From an optimization exercise on the open Yosys and OpenROAD flow, aimed at small area; shortcuts taken in it are not production practice. Function was checked by simulation only, so behaviour that the tests miss may differ from the original.

<file path="design/flow/standard.sh">
#!/bin/bash
# synth_recipe.tcl (not shown) runs the flow's synth.tcl, then flattens the netlist and writes it again
# the make line also repeats each setting of config.mk as NAME=value (left out here)
make -C /OpenROAD-flow-scripts/flow DESIGN_CONFIG=/design/flow/config.mk WORK_HOME=/design/flow/orfs CLKGATE_MAP_FILE= SYNTH_SCRIPT=/design/flow/synth_recipe.tcl "${@:-finish}"
</file>
<file path="design/flow/flow/abc_area.script">
strash
&get -n
&dch -f
&put
amap -F 4 -A 8
</file>
<file path="design/flow/flow/run.sh">
#!/bin/bash
# The standard layout, with these changes:
#  - synthesis maps with an area-oriented ABC script (flow/abc_area.script)
#    in place of ORFS's speed script; registers are untouched by ABC
#  - port buffers are made with the smallest buffer cell
#  - clock tree from small clock buffers, without dummy loads
set -euo pipefail
here=$PWD
rm -rf "$here/scripts_abc"
cp -r "$FLOW_HOME/scripts" "$here/scripts_abc"
cp "$here/flow/abc_area.script" "$here/scripts_abc/abc_speed.script"
export SCRIPTS_DIR="$here/scripts_abc"
export BUFFER_PORTS_ARGS="-buffer_cell sky130_fd_sc_hd__buf_1"
export CTS_ARGS="-sink_clustering_enable -repair_clock_nets -dont_use_dummy_load -buf_list {sky130_fd_sc_hd__clkbuf_4 sky130_fd_sc_hd__clkbuf_8}"
bash standard.sh > flow_make.log 2>&1
</file>
<file path="design/flow/config.mk">
export PLATFORM = sky130hd
export DESIGN_NAME = load_queue
export DESIGN_NICKNAME = load_queue
export VERILOG_FILES = /design/flow/design.v
export SDC_FILE = /design/flow/constraint.sdc
export NUM_CORES = 4
export LEC_CHECK = 0
export CAP_MARGIN = 20
export CORE_MARGIN = 2
export CORE_UTILIZATION = 24
export PLACE_DENSITY = 0.3
export SLEW_MARGIN = 20
</file>
<file path="design/flow/design.v">
package lq_pkg;
    localparam int LQ_SIZE     = 8;
    localparam int SQ_SIZE     = 8;
    localparam int LQ_IDX_W    = 3;
    localparam int SQ_IDX_W    = 3;
    localparam int ROB_IDX_W   = 5;
    localparam int PRF_IDX_W   = 6;
    localparam int ADDR_W      = 16;
    localparam int DATA_W      = 32;
    localparam int BLOCK_OFS_W = 3;
    localparam logic [2:0] S_FREE = 3'd0;
    localparam logic [2:0] S_WA0  = 3'd1;   
    localparam logic [2:0] S_WA1  = 3'd5;   
    localparam logic [2:0] S_RC   = 3'd4;   
    localparam logic [2:0] S_WM   = 3'd2;   
    localparam logic [2:0] S_DN   = 3'd6;   
    localparam logic [2:0] S_DNF  = 3'd7;   
    localparam int TAIL_LSB = 16;
    localparam int PTR_LSB  = 19;
endpackage
`timescale 1ns/100ps
module arbiter_rr (
    input  logic       clock,
    input  logic       rst,
    input  logic [7:0] req,
    output logic [7:0] gnt,
    output logic [2:0] gnt_idx,
    output logic       found
);
    logic [2:0]  last;
    logic [7:0]  above;
    logic [7:0]  req_hi;
    logic [7:0]  pick;
    assign above[0] = 1'b0;
    assign above[1] = last == 3'd0;
    assign above[2] = last[2:1] == 2'd0;
    assign above[3] = !last[2] && !(last[1] && last[0]);
    assign above[4] = !last[2];
    assign above[5] = !last[2] || last == 3'd4;
    assign above[6] = !last[2] || last[1] == 1'b0;
    assign above[7] = last != 3'd7;
    assign req_hi = req & above;
    assign pick   = (|req_hi) ? req_hi : req;
    assign found  = |req;
    always_comb begin
        logic seen;
        seen = 1'b0;
        for (int k = 0; k < 8; k++) begin
            gnt[k] = pick[k] & ~seen;
            seen   = seen | pick[k];
        end
    end
    assign gnt_idx = {|gnt[7:4], gnt[7] | gnt[6] | gnt[3] | gnt[2],
                      gnt[7] | gnt[5] | gnt[3] | gnt[1]};
    always_ff @(posedge clock) begin
        if (rst)
            last <= 3'd7;
        else if (found)
            last <= gnt_idx;
    end
endmodule
`timescale 1ns/100ps
module lq_store_check (
    input  logic [15:0]  e_addr,
    input  logic [1:0]   e_size,
    input  logic [2:0]   e_sq_tail,
    input  logic [127:0] sq_addr,
    input  logic [15:0]  sq_size,
    input  logic [7:0]   sq_addr_valid,
    input  logic [7:0]   sq_data_valid,
    input  logic [7:0]   ge_head,
    input  logic [2:0]   sq_head,
    output logic [2:0]   sel,
    output logic         found,
    output logic         match
);
    logic [7:0] lt_tail;
    logic [7:0] base;
    logic [7:0] c;
    logic [7:0] c_lo;
    logic [7:0] pick;
    logic [7:0] young;
    logic [2:0] s_ofs;
    logic [1:0] s_size;
    logic       s_dv;
    assign lt_tail[0] = |e_sq_tail;
    assign lt_tail[1] = e_sq_tail[2] | e_sq_tail[1];
    assign lt_tail[2] = e_sq_tail[2] | (e_sq_tail[1] & e_sq_tail[0]);
    assign lt_tail[3] = e_sq_tail[2];
    assign lt_tail[4] = e_sq_tail[2] & (e_sq_tail[1] | e_sq_tail[0]);
    assign lt_tail[5] = e_sq_tail[2] & e_sq_tail[1];
    assign lt_tail[6] = &e_sq_tail;
    assign lt_tail[7] = 1'b0;
    always_comb begin
        for (int s = 0; s < 8; s++)
            base[s] = sq_addr_valid[s] && (sq_addr[16*s+3 +: 13] == e_addr[15:3]);
    end
    assign c    = base & (sq_head > e_sq_tail ? (lt_tail | ge_head) : (lt_tail & ge_head));
    assign c_lo = c & lt_tail;
    assign pick = (|c_lo) ? c_lo : c;
    always_comb begin
        logic seen;
        seen = 1'b0;
        for (int s = 7; s >= 0; s--) begin
            young[s] = pick[s] & ~seen;
            seen = seen | pick[s];
        end
    end
    assign found = |c;
    assign sel   = {|young[7:4], young[7] | young[6] | young[3] | young[2],
                    young[7] | young[5] | young[3] | young[1]};
    always_comb begin
        s_ofs  = '0;
        s_size = '0;
        s_dv   = 1'b0;
        for (int s = 0; s < 8; s++) begin
            s_ofs  = s_ofs  | ({3{young[s]}} & sq_addr[16*s +: 3]);
            s_size = s_size | ({2{young[s]}} & sq_size[2*s +: 2]);
            s_dv   = s_dv   | (young[s] & sq_data_valid[s]);
        end
    end
    assign match = (s_ofs == e_addr[2:0]) && (s_size == e_size) && s_dv;
endmodule
`timescale 1ns/100ps
module lq_entries;
endmodule
`timescale 1ns/100ps
module lq_cdb_out (
    input  logic [1:0]  sel_size,
    input  logic        sel_is_signed,
    input  logic [31:0] raw,
    output logic [31:0] cdb_data
);
    always_comb begin
        case (sel_size)
            2'd0:    cdb_data = {{24{sel_is_signed & raw[7]}}, raw[7:0]};
            2'd1:    cdb_data = {{16{sel_is_signed & raw[15]}}, raw[15:0]};
            default: cdb_data = raw;
        endcase
    end
endmodule
`timescale 1ns/100ps
module load_queue (
    input  logic         clock,
    input  logic         rst,
    input  logic         except,
    input  logic         alloc_valid,
    input  logic [1:0]   alloc_size,
    input  logic         alloc_is_signed,
    input  logic [4:0]   alloc_rob_idx,
    input  logic [5:0]   alloc_prf_idx,
    input  logic [2:0]   alloc_sq_tail,
    input  logic         alu_valid,
    input  logic [4:0]   alu_rob_idx,
    input  logic [15:0]  alu_addr,
    input  logic [127:0] sq_addr,
    input  logic [15:0]  sq_size,
    input  logic [255:0] sq_data,
    input  logic [7:0]   sq_addr_valid,
    input  logic [7:0]   sq_data_valid,
    input  logic [2:0]   sq_head,
    input  logic         dc_hit,
    input  logic [31:0]  dc_data,
    input  logic         mem_valid,
    input  logic [2:0]   mem_lq_idx,
    input  logic [31:0]  mem_data,
    output logic         dc_req_valid,
    output logic [15:0]  dc_req_addr,
    output logic [1:0]   dc_req_size,
    output logic [2:0]   dc_req_lq_idx,
    output logic         cdb_valid,
    output logic [4:0]   cdb_rob_idx,
    output logic [5:0]   cdb_prf_idx,
    output logic [31:0]  cdb_data,
    output logic [3:0]   num_free
);
    localparam int TL = lq_pkg::TAIL_LSB;
    localparam int PL = lq_pkg::PTR_LSB;
    logic [7:0][2:0]  e_state;
    logic [7:0][1:0]  e_size;
    logic [7:0]       e_is_signed;
    logic [7:0][4:0]  e_rob_idx;
    logic [7:0][5:0]  e_prf_idx;
    logic [7:0][31:0] e_word;
    logic [31:0]      head_data;
    logic [7:0]       is_free;
    logic [7:0]       is_wa0;
    logic [7:0]       is_wa1;
    logic [7:0]       is_rc;
    logic [7:0]       is_wm;
    logic [7:0]       is_dn;
    logic [7:0]       is_dnf;
    logic [7:0]       alloc_gnt;
    logic [7:0]       alu_hit;
    logic [7:0]       cache_gnt;
    logic [2:0]       cache_idx;
    logic [7:0]       cdb_gnt;
    logic [7:0]       ge_head;
    logic [7:0]       head_oh;
    logic [7:0][2:0]  sel;
    logic [7:0]       found;
    logic [7:0]       match;
    logic [7:0]       mem_hit;
    logic [7:0]       at_head;
    logic [7:0]       sel_at_head;
    always_comb begin
        for (int i = 0; i < 8; i++) begin
            is_free[i] = e_state[i] == lq_pkg::S_FREE;
            is_wa0[i]  = e_state[i] == lq_pkg::S_WA0;
            is_wa1[i]  = e_state[i] == lq_pkg::S_WA1;
            is_rc[i]   = e_state[i] == lq_pkg::S_RC;
            is_wm[i]   = e_state[i] == lq_pkg::S_WM;
            is_dn[i]   = e_state[i] == lq_pkg::S_DN;
            is_dnf[i]  = e_state[i] == lq_pkg::S_DNF;
            alu_hit[i] = alu_valid && is_wa0[i] && (alu_rob_idx == e_rob_idx[i]);
            mem_hit[i] = mem_valid && is_wm[i] && (mem_lq_idx == 3'(i));
            ge_head[i] = 3'(i) >= sq_head;
            head_oh[i] = sq_head == 3'(i);
        end
    end
    always_comb begin
        head_data = '0;
        for (int s = 0; s < 8; s++)
            head_data = head_data | ({32{head_oh[s]}} & sq_data[32*s +: 32]);
        for (int i = 0; i < 8; i++) begin
            at_head[i]     = head_oh[e_word[i][PL +: 3]];
            sel_at_head[i] = head_oh[sel[i]];
        end
    end
    always_comb begin
        logic seen;
        seen = 1'b0;
        for (int i = 0; i < 8; i++) begin
            alloc_gnt[i] = alloc_valid && is_free[i] && !seen;
            seen = seen | is_free[i];
        end
    end
    arbiter_rr u_cache_arb (
        .clock   (clock),
        .rst     (rst),
        .req     (is_rc),
        .gnt     (cache_gnt),
        .gnt_idx (cache_idx),
        .found   (dc_req_valid)
    );
    arbiter_rr u_cdb_arb (
        .clock   (clock),
        .rst     (rst),
        .req     (is_dn | is_dnf),
        .gnt     (cdb_gnt),
        .gnt_idx (),
        .found   (cdb_valid)
    );
    for (genvar g = 0; g < 8; g++) begin : g_check
        lq_store_check u_check (
            .e_addr        (e_word[g][15:0]),
            .e_size        (e_size[g]),
            .e_sq_tail     (e_word[g][TL +: 3]),
            .sq_addr       (sq_addr),
            .sq_size       (sq_size),
            .sq_addr_valid (sq_addr_valid),
            .sq_data_valid (sq_data_valid),
            .ge_head       (ge_head),
            .sq_head       (sq_head),
            .sel           (sel[g]),
            .found         (found[g]),
            .match         (match[g])
        );
    end
    always_ff @(posedge clock) begin
        for (int i = 0; i < 8; i++) begin
            if (rst || except) begin
                e_state[i] <= lq_pkg::S_FREE;
            end else begin
                case (e_state[i])
                    lq_pkg::S_FREE: if (alloc_gnt[i]) e_state[i] <= lq_pkg::S_WA0;
                    lq_pkg::S_WA0:  if (alu_hit[i])   e_state[i] <= lq_pkg::S_WA1;
                    lq_pkg::S_WA1: begin
                        if (!found[i])     e_state[i] <= lq_pkg::S_RC;
                        else if (match[i]) e_state[i] <= sel_at_head[i] ? lq_pkg::S_DN : lq_pkg::S_DNF;
                    end
                    lq_pkg::S_RC: if (cache_gnt[i]) e_state[i] <= dc_hit ? lq_pkg::S_DN : lq_pkg::S_WM;
                    lq_pkg::S_WM: if (mem_hit[i])   e_state[i] <= lq_pkg::S_DN;
                    lq_pkg::S_DN: if (cdb_gnt[i])   e_state[i] <= lq_pkg::S_FREE;
                    lq_pkg::S_DNF: begin
                        if (cdb_gnt[i])     e_state[i] <= lq_pkg::S_FREE;
                        else if (at_head[i]) e_state[i] <= lq_pkg::S_DN;
                    end
                    default:                e_state[i] <= lq_pkg::S_FREE;
                endcase
            end
            if (alloc_gnt[i]) begin
                e_size[i]      <= alloc_size;
                e_is_signed[i] <= alloc_is_signed;
                e_rob_idx[i]   <= alloc_rob_idx;
                e_prf_idx[i]   <= alloc_prf_idx;
            end
        end
    end
    for (genvar g = 0; g < 8; g++) begin : g_word
        logic take_fwd;
        logic take_dc;
        logic take_head;
        assign take_fwd  = is_wa1[g] && found[g] && match[g];
        assign take_dc   = cache_gnt[g] && dc_hit;
        assign take_head = (is_dnf[g] && at_head[g]) || (take_fwd && sel_at_head[g]);
        logic        take_word;
        logic        take_alu;
        logic        take_ptr;
        logic [31:0] w_in;
        logic [31:0] w_en;
        assign take_word = take_dc || mem_hit[g] || take_head;
        assign take_alu  = alu_hit[g];
        assign take_ptr  = take_fwd && !sel_at_head[g];
        always_comb begin
            w_in = ({32{take_dc}} & dc_data) | ({32{mem_hit[g]}} & mem_data) |
                   ({32{take_head}} & head_data);
            w_in[15:0]     = w_in[15:0]     | ({16{take_alu}} & alu_addr);
            w_in[TL +: 3]  = w_in[TL +: 3]  | ({3{alloc_gnt[g]}} & alloc_sq_tail);
            w_in[PL +: 3]  = w_in[PL +: 3]  | ({3{take_ptr}} & sel[g]);
            w_en           = {32{take_word}};
            w_en[15:0]     = w_en[15:0]     | {16{take_alu}};
            w_en[TL +: 3]  = w_en[TL +: 3]  | {3{alloc_gnt[g]}};
            w_en[PL +: 3]  = w_en[PL +: 3]  | {3{take_ptr}};
        end
        always_ff @(posedge clock)
            e_word[g] <= w_in | (~w_en & e_word[g]);
    end
    always_comb begin
        dc_req_addr = '0;
        dc_req_size = '0;
        for (int i = 0; i < 8; i++) begin
            dc_req_addr = dc_req_addr | ({16{cache_gnt[i]}} & e_word[i][15:0]);
            dc_req_size = dc_req_size | ({2{cache_gnt[i]}} & e_size[i]);
        end
    end
    assign dc_req_lq_idx = cache_idx;
    logic [1:0]  sel_size;
    logic        sel_is_signed;
    logic        sel_dnf;
    logic [31:0] sel_word;
    logic [2:0]  sel_ptr;
    logic [7:0]  ptr_oh;
    logic [31:0] fwd_word;
    logic [31:0] raw;
    always_comb begin
        sel_size      = '0;
        sel_is_signed = 1'b0;
        sel_dnf       = 1'b0;
        cdb_rob_idx   = '0;
        cdb_prf_idx   = '0;
        sel_word      = '0;
        for (int i = 0; i < 8; i++) begin
            sel_size      = sel_size      | ({2{cdb_gnt[i]}} & e_size[i]);
            sel_is_signed = sel_is_signed | (cdb_gnt[i] & e_is_signed[i]);
            sel_dnf       = sel_dnf       | (cdb_gnt[i] & is_dnf[i]);
            cdb_rob_idx   = cdb_rob_idx   | ({5{cdb_gnt[i]}} & e_rob_idx[i]);
            cdb_prf_idx   = cdb_prf_idx   | ({6{cdb_gnt[i]}} & e_prf_idx[i]);
            sel_word      = sel_word      | ({32{cdb_gnt[i]}} & e_word[i]);
        end
        sel_ptr = sel_word[PL +: 3];
        fwd_word = '0;
        for (int s = 0; s < 8; s++) begin
            ptr_oh[s] = sel_ptr == 3'(s);
            fwd_word  = fwd_word | ({32{ptr_oh[s]}} & sq_data[32*s +: 32]);
        end
        raw = sel_dnf ? fwd_word : sel_word;
    end
    lq_cdb_out u_cdb_out (
        .sel_size      (sel_size),
        .sel_is_signed (sel_is_signed),
        .raw           (raw),
        .cdb_data      (cdb_data)
    );
    always_comb begin
        num_free = '0;
        for (int i = 0; i < 8; i++)
            num_free = num_free + 4'(is_free[i]);
    end
endmodule
</file>
<file path="design/flow/constraint.sdc">
create_clock -name core_clock -period 15.0 [get_ports {clock}]
set_input_delay 3.0000 -clock core_clock [delete_from_list [all_inputs] [get_ports {clock}]]
set_output_delay 3.0000 -clock core_clock [all_outputs]
set_load 0.01 [all_outputs]
</file>
==> reports/results.ini <==
[worst_setup_path]
endpoint_kind=register
arrival_ns=14.17
setup.worst_path.start=sq_head[2]
r2r_start=e_word[233]
path_buf_inv=8
worstSetupPathDepth=32
endpoint=e_word[228]
slowest_delay_ns=0.95
critical_path_required_ns=15.53
crit_top_cell=clkinv_1
crit_slowest_cell=a211oi_2
critical_path_class=input port to register
path_max_fanout=25
cpLargestDelayFamily=simple AND/OR/NAND/NOR gates
worstSetupStartpointType=input port
ff2ff_setup_slack_ns=4.09
r2r_end=e_word[228]
reg2reg_depth=26

[synth]
syn_inst=4518
ys_top_cells_by_count=clkinv_1, a222oi_1, o22ai_1, o21ai_0, o221ai_1
yosysMostFrequentCell=clkinv_1
ys_seq_elements=398
yosys-top-cells-area=dfxtp_1, a222oi_1, edfxtp_1
synth_enable_flop_cells=112
yosysWarnings=4
synth_seq_area_share_pct=25.0
synth_top_area_share_pct=15.7
synth.distinct_cells=53
ys_async_sr_fraction_pct=0
synth.cell_area_sq_um=36400
synth_nets=5081
synth_area_leader_cell=dfxtp_1
synth_ff_type=dfxtp_1
syn_avg_cell_area_sq_um=8.05

[sta]
worstMarginPinSlew_ns=1.32
setup_viol=0
setup_tns_ns=0
min_period_over_period_pct=91.0
slew_viol_final=0
holdWs_ns=0.460
slew_headroom_pct=11.0
finalHoldViolations=0
fin_worst_skew_ns=0.116
min_period_ns=13.64
rsz0062_at_grt=no
fmax_mhz=73.3

[cts]
htree_levels=3
clk_path_buf_depth=3
ctsResizeCount=0
cts_buffers=79
cts.clk_slew.worst_paths_ns=0.06
cts_hold_buf=0
cts_setup_buffers=0
cts_num_sinks=398
clock_latency_ns=0.78
cts_tree=built
clock-root-buffer=clkbuf_8

[power]
leakagePower_nw=13.5
vdd_drop_max_mv=0.0544
p_per_area_nw_per_um2=95.5
power.total_mw=4.36

[global_route]
antenna_found_initial=74
grt_max_degree=46
grt_pass1_wl_microns=538000
overflow=0
grt_pass1_vias=54800
track_usage_pct=51.6

[run]
drv_cap=0

[final_layout]
nNetsFinal=6117
seqCellArea_sq_um=9090
drive_gt1_share_pct=9.56
multi_input_area_sq_um=25500
design_area_sq_um=45700
n_fill_cell=16500
syn2layout_area_growth_pct=25.6

[die]
start_util_pct=24.2
dieHeight_microns=393
core_sq_um=150000
die_w_microns=393
die_area_sq_um=155000
rows=142
design.portCount=601

[route]
antenna_left=0
drtPass1Iterations=15
drc=0
vias_per_cell=8.04
routed_wl_microns=416000
drt_iter0_markers=15200
wl_per_cell_microns=54.5
num_vias=61300

[status]
status=finished clean

[placement]
dp_hpwl_microns=303000
gp_congestion=1.08
place_area_sq_um=44300
port_buffers=600

[min_path]
hold_path.class=register to register

[metal layers]
metal  up-vias  GRT usage [%]  part of all wire (%)
met5         -          0.734                 0.084
met4        40           36.8                   9.1
li1      22500              -                     -
met2      6788           70.4                    39
met3      1807           24.4                    16
met1     30200           62.6                    37
[area by class of cell]
cell class	instances	area share, %
Timing Repair Buffer	955	10.9
Sequential cell	398	19.9
Antenna cell	55	0.301
Clock buffer	79	2.38
Multi-Input combinational cell	3483	55.8
Tap cell	2016	5.52
Inverter	637	5.23
[power breakdown]
group	switching, mW	internal [mW]
Sequential	0.153	1.21
Clock	0.506	0.461
Combinational	1.57	0.459
Total	2.23	2.13
[cell families (layout without fill, tap and decap cells)]
| family | count (synthesis) | in the layout | synth area share, % |
|---|---|---|---|
| buffers and inverters | 637 | 1671 | 6.57 |
| DFF | 398 | 398 | 25.0 |
| xor gates and xnor gates | 4 | 4 | 0.0963 |
| AOI/OAI and AO/OA | 2592 | 2592 | 55.2 |
| adders and majority gates | 32 | 32 | 1.18 |
| and+or+nand+nor | 855 | 855 | 11.9 |
| other | 0 | 55 | 0 |
[registers in the layout (all words and copies together), names as in the netlist]
| signal | cells |
|---|---|
| e_word | 256 |
| u_cdb_arb.last | 3 |
| e_size | 16 |
| e_is_signed | 8 |
| e_rob_idx | 40 |
| e_state | 24 |
| e_prf_idx | 48 |
| u_cache_arb.last | 3 |
[worst register-to-register path: cells and delay by family, from the launching register on]
kind,cells,cell delay (ns)
and+or+nand+nor,8,3.13
AOI/OAI and AO/OA,14,4.23
buffers and inverters,4,2.25
DFF,1,1.06
[metrics by stage]
stage | instances | setup slack (ns) | utilization (%)
finish | 7623 | 1.36 | 30.4
global route | 7583 | 1.37 | 30.4
CTS | 7561 | 2.21 | 30.2
detailed placement | 7482 | 1.52 | 29.5
global placement | 7481 | 1.76 | 29.5
floorplan | 4518 | 2.53 | -
[worst min path at each step]
| stage | startpoint | endpoint | slack [ns] | cells after the start |
|---|---|---|---|---|
| after floorplan | e_word[120] | e_word[120] | 0.44 | 2 |
| after global placement | e_word[151] | e_word[151] | 0.45 | 2 |
| after detailed placement | e_word[153] | e_word[153] | 0.45 | 2 |
| after CTS | e_word[93] | e_word[93] | 0.46 | 2 |
| after global routing | e_word[119] | e_word[119] | 0.48 | 2 |
| final | e_word[153] | e_word[153] | 0.46 | 2 |
[cells in the final DEF (no fill, tap or decap), types with 12 or more instances in the layout]
cell type,Yosys,layout
clkbuf_8,0,79
nor3_1,102,87
nor2_1,251,222
a221oi_1,217,216
nor2b_1,15,12
diode_2,0,55
o22ai_1,519,519
a221o_1,35,35
o221ai_1,343,341
nor4_1,68,47
or3_1,24,24
edfxtp_1,112,112
o21a_1,41,41
nand4_1,21,21
nor3_2,0,15
o22a_1,36,36
buf_1,0,600
a2111oi_0,22,15
a22oi_1,216,216
o2111ai_1,81,78
nor2_4,0,25
clkinv_1,637,634
nand2b_1,18,18
a211oi_1,15,13
o21ai_0,373,368
buf_4,0,349
a21oi_1,66,66
ha_1,28,28
dfxtp_1,286,282
nor4_2,0,18
nand2_1,142,142
o211ai_1,28,28
a222oi_1,530,530
or4_1,73,73
or2_0,41,41
nand3_1,51,51

[re-timing with driven ports]
How much do the figures lean on ideal ports? The routed layout below was timed once more, with nothing changed but the port constraints.
Step 1 sets driving cells, clkbuf_16 on the clock port and buf_2 on the other inputs (assumed; they add their load-dependent delay and slew).
Step 2 adds t to the input delays and takes it off the output delays; t is the mean of the earliest and latest rising clock arrival at the registers after step 1. Input paths then give back, and output paths get back, about the clock's delay inside the block.
a / b / c = ideal ports / drivers / drivers and shift; a / b = the first two.
t, ns: 0.814
setup slack, ns: 1.357 / 1.382 / 0.568
worst setup path after step 2: input to register
latest minus earliest clock arrival (ns): 0.115 / 0.116
worst slew at a driven data input, ns: 0.22
After both steps this run still meets setup and hold. The setup slack of this run moves by +0.025 ns with the drivers and by -0.789 ns with both steps.
